Background: an optimization exercise with open tools, aiming at small area, a short achievable clock period and few clock cycles per item. Do not read the settings as production practice.
Where RTL was checked, it was by simulation tests only, not by an equivalence proof against the original.
Power is estimated from default activity; no workload was simulated.

## west
Design haptic_pattern_sequencer, start of the top module:
module haptic_pattern_sequencer (
  input  logic               clk_i,
  input  logic               rst_ni,
  input  logic               cfg_valid_i,
  output logic               cfg_ready_o,
  input  logic [0:0]         cfg_index_i,
  input  logic [15:0]        cfg_data_i,
  input  logic               in_valid_i,
  output logic               in_stall_o,
  input  logic               func_i,
  input  logic signed [15:0] distance_i,
  output logic               out_valid_o,
  input  logic               out_stall_i,
  output logic [7:0]         motor_level_o,
  output logic               level_written_o,
  output logic               pattern_active_o,
  output logic               pattern_started_o
);
For scale: ~660 cells after synthesis, ~100 flip-flops, ~5800 µm² of cells after synthesis.
Settings: LEC_CHECK=0, ABC_AREA=1, CAP_MARGIN=20, CORE_MARGIN=2, CORE_UTILIZATION=70, SETUP_SLACK_MARGIN=5, SLEW_MARGIN=20; clock period 9.5 ns.
standard.sh (not shown) runs the stock make flow with config.mk's settings and CLKGATE_MAP_FILE= SYNTH_SCRIPT=/design/flow/synth_recipe.tcl, a recipe that flattens the netlist after the stock synthesis.
==> flow/flow/run.sh <==
#!/bin/bash
# Standard layout, with the smallest buffer on each port, and a clock tree of larger sink
# clusters without dummy loads.
set -euo pipefail
bash standard.sh \
  "BUFFER_PORTS_ARGS=-buffer_cell sky130_fd_sc_hd__buf_1" \
  "CTS_ARGS=-sink_clustering_enable -repair_clock_nets -dont_use_dummy_load -buf_list {sky130_fd_sc_hd__clkbuf_4 sky130_fd_sc_hd__clkbuf_8} -sink_clustering_size 40 -sink_clustering_max_diameter 60" \
  finish > standard_flow.log 2>&1
--- input diff west..middle ---
==> flow/flow/run.sh <==
#!/bin/bash
# Standard layout, with the smallest buffer on each port, and a clock tree of larger sink
# clusters without dummy loads.
set -euo pipefail
bash standard.sh \
  "BUFFER_PORTS_ARGS=-buffer_cell sky130_fd_sc_hd__buf_1" \
  "CTS_ARGS=-sink_clustering_enable -repair_clock_nets -dont_use_dummy_load -buf_list {sky130_fd_sc_hd__clkbuf_4 sky130_fd_sc_hd__clkbuf_8} -sink_clustering_size 40 -sink_clustering_max_diameter 60" \
  "SETUP_SLACK_MARGIN=6.05" \
  finish > standard_flow.log 2>&1
[summary]
Compared with west, middle shows a higher routed wire length.
Going from west to middle, final net count picked up an extra 12; non-clock buffer contribution to total cell area picked up an extra 1.3 points; non-clock buffer count picked up an extra about 23%; share of total power in combinational logic picked up an extra 3.7 points.
No functional check of the RTL was part of any run of this note.

========
Another version of the RTL of haptic_pattern_sequencer (not shown whole).
Size: roughly 500 cells after synthesis, ~100 flip-flops, ~5500 µm² of cells after synthesis.
==> flow/config.mk <==
export PLATFORM = sky130hd
export DESIGN_NAME = haptic_pattern_sequencer
export DESIGN_NICKNAME = haptic_pattern_sequencer
export VERILOG_FILES = /design/flow/design.v
export SDC_FILE = /design/flow/constraint.sdc
export NUM_CORES = 4
export LEC_CHECK = 0
export CAP_MARGIN = 20
export CORE_MARGIN = 2
export CORE_UTILIZATION = 70
export CTS_BUF_LIST = sky130_fd_sc_hd__clkbuf_4 sky130_fd_sc_hd__clkbuf_8
export SETUP_SLACK_MARGIN = 5
export SLEW_MARGIN = 20
==> flow/constraint.sdc <==
create_clock -name core_clock -period 9.5 [get_ports {clk_i}]
set_input_delay 1.9000 -clock core_clock [delete_from_list [all_inputs] [get_ports {clk_i}]]
set_output_delay 1.9000 -clock core_clock [all_outputs]
set_load 0.01 [all_outputs]
==> flow/flow/run.sh <==
#!/bin/bash
# Standard layout, with the smallest buffer on each port instead of the resizer's default.
set -euo pipefail
bash standard.sh "BUFFER_PORTS_ARGS=-buffer_cell sky130_fd_sc_hd__buf_1" finish > standard_flow.log 2>&1
Testbench counts at the start, summed over its fixed seeds: cycles 32,024, beats 32,000.
Next try:
==> flow/flow/run.sh (replaced) <==
#!/bin/bash
# Standard layout, with the smallest buffer on each port, and a clock tree of larger sink
# clusters without dummy loads.
set -euo pipefail
bash standard.sh \
  "BUFFER_PORTS_ARGS=-buffer_cell sky130_fd_sc_hd__buf_1" \
  "CTS_ARGS=-sink_clustering_enable -repair_clock_nets -dont_use_dummy_load -buf_list {sky130_fd_sc_hd__clkbuf_4 sky130_fd_sc_hd__clkbuf_8} -sink_clustering_size 40 -sink_clustering_max_diameter 60" \
  finish > standard_flow.log 2>&1
- ABC_AREA: not set -> 1
- CTS_BUF_LIST: sky130_fd_sc_hd__clkbuf_4 sky130_fd_sc_hd__clkbuf_8 -> not set
What happened: The changed run completed without violations; worst setup slack degrades by 7.3 ps; area after synthesis went up by 0.61%; critical path depth went up by 1; sequential cell count stays the same; routed wire length went down by 1.9%; clock power went down by 40%; global-route usage went down by 0.80 points; total power went down by 8.8%.

========
Starting RTL as in the previous note.
Settings: LEC_CHECK=0, CAP_MARGIN=20, CORE_MARGIN=2, CORE_UTILIZATION=70, CTS_BUF_LIST=sky130_fd_sc_hd__clkbuf_4 sky130_fd_sc_hd__clkbuf_8, SETUP_SLACK_MARGIN=5, SLEW_MARGIN=20; clock period 9.5 ns.
run.sh (not shown) runs the stock make flow with config.mk's settings and CLKGATE_MAP_FILE= SYNTH_SCRIPT=/design/flow/synth_recipe.tcl, a recipe that flattens the netlist after the stock synthesis.
Stock flow here: none of the scripts above is used.
The baseline went through all stages and came out clean.
Testbench counts at the start, summed over its fixed seeds: cycles 32,024, beats 32,000.
Change:
==> flow/flow/run.sh (new file) <==
#!/bin/bash
# Standard layout, with the smallest buffer on each port, and a clock tree of larger sink
# clusters without dummy loads.
set -euo pipefail
bash standard.sh \
  "BUFFER_PORTS_ARGS=-buffer_cell sky130_fd_sc_hd__buf_1" \
  "CTS_ARGS=-sink_clustering_enable -repair_clock_nets -dont_use_dummy_load -buf_list {sky130_fd_sc_hd__clkbuf_4 sky130_fd_sc_hd__clkbuf_8} -sink_clustering_size 40 -sink_clustering_max_diameter 60" \
  finish > standard_flow.log 2>&1
==> flow/standard.sh (new file) <==
#!/bin/bash
# synth_recipe.tcl (not shown) runs the flow's synth.tcl, then flattens the netlist and writes it again
# the make line also repeats each setting of config.mk as NAME=value (left out here)
make -C /OpenROAD-flow-scripts/flow DESIGN_CONFIG=/design/flow/config.mk WORK_HOME=/design/flow/orfs CLKGATE_MAP_FILE= SYNTH_SCRIPT=/design/flow/synth_recipe.tcl "${@:-finish}"
removed: flow/run.sh
The changed run went through all stages and came out clean.
Global-route usage decreases by 2.2 points.
Routed wire length fell by about 7.5%.
Cell count came out lower by 1.1%.
Power falls by 7.5%.

separate check: timing with driven ports:
How much do the figures lean on ideal ports? The routed layouts below were timed once more, with nothing changed but the port constraints. Step 1: set_driving_cell puts a clkbuf_16 on clk_i and a buf_2 on each other input, an assumption about the parent block. Step 2 adds t to the input delays and takes it off the output delays; t is the mean of the earliest and latest rising clock arrival at the registers after step 1. Input paths then give back, and output paths get back, about the clock's delay inside the block. Three values: ideal, step 1, step 2; two values: the first two.
run | t, ns | setup slack, ns | worst setup path after step 2 | latest minus earliest clock arrival (ns) | worst register clock-pin slew, ns
west | 0.376 | 5.856 / 5.856 / 5.856 | register to register | 0.030 / 0.029 | 0.10 / 0.10
middle | 0.374 | 6.107 / 6.107 / 6.107 | register to register | 0.031 / 0.031 | 0.10 / 0.10
the first run of note 2 | 0.396 | 5.720 / 5.720 / 5.720 | register to register | 0.014 / 0.014 | 0.10 / 0.10
the second run of note 2 | 0.389 | 5.713 / 5.713 / 5.713 | register to register | 0.037 / 0.037 | 0.10 / 0.10
the first run of note 3 | 0.397 | 5.686 / 5.686 / 5.686 | register to register | 0.014 / 0.015 | 0.10 / 0.10
the second run of note 3 | 0.382 | 5.723 / 5.723 / 5.723 | register to register | 0.028 / 0.028 | 0.10 / 0.10
After both steps setup and hold are still met in every run listed.
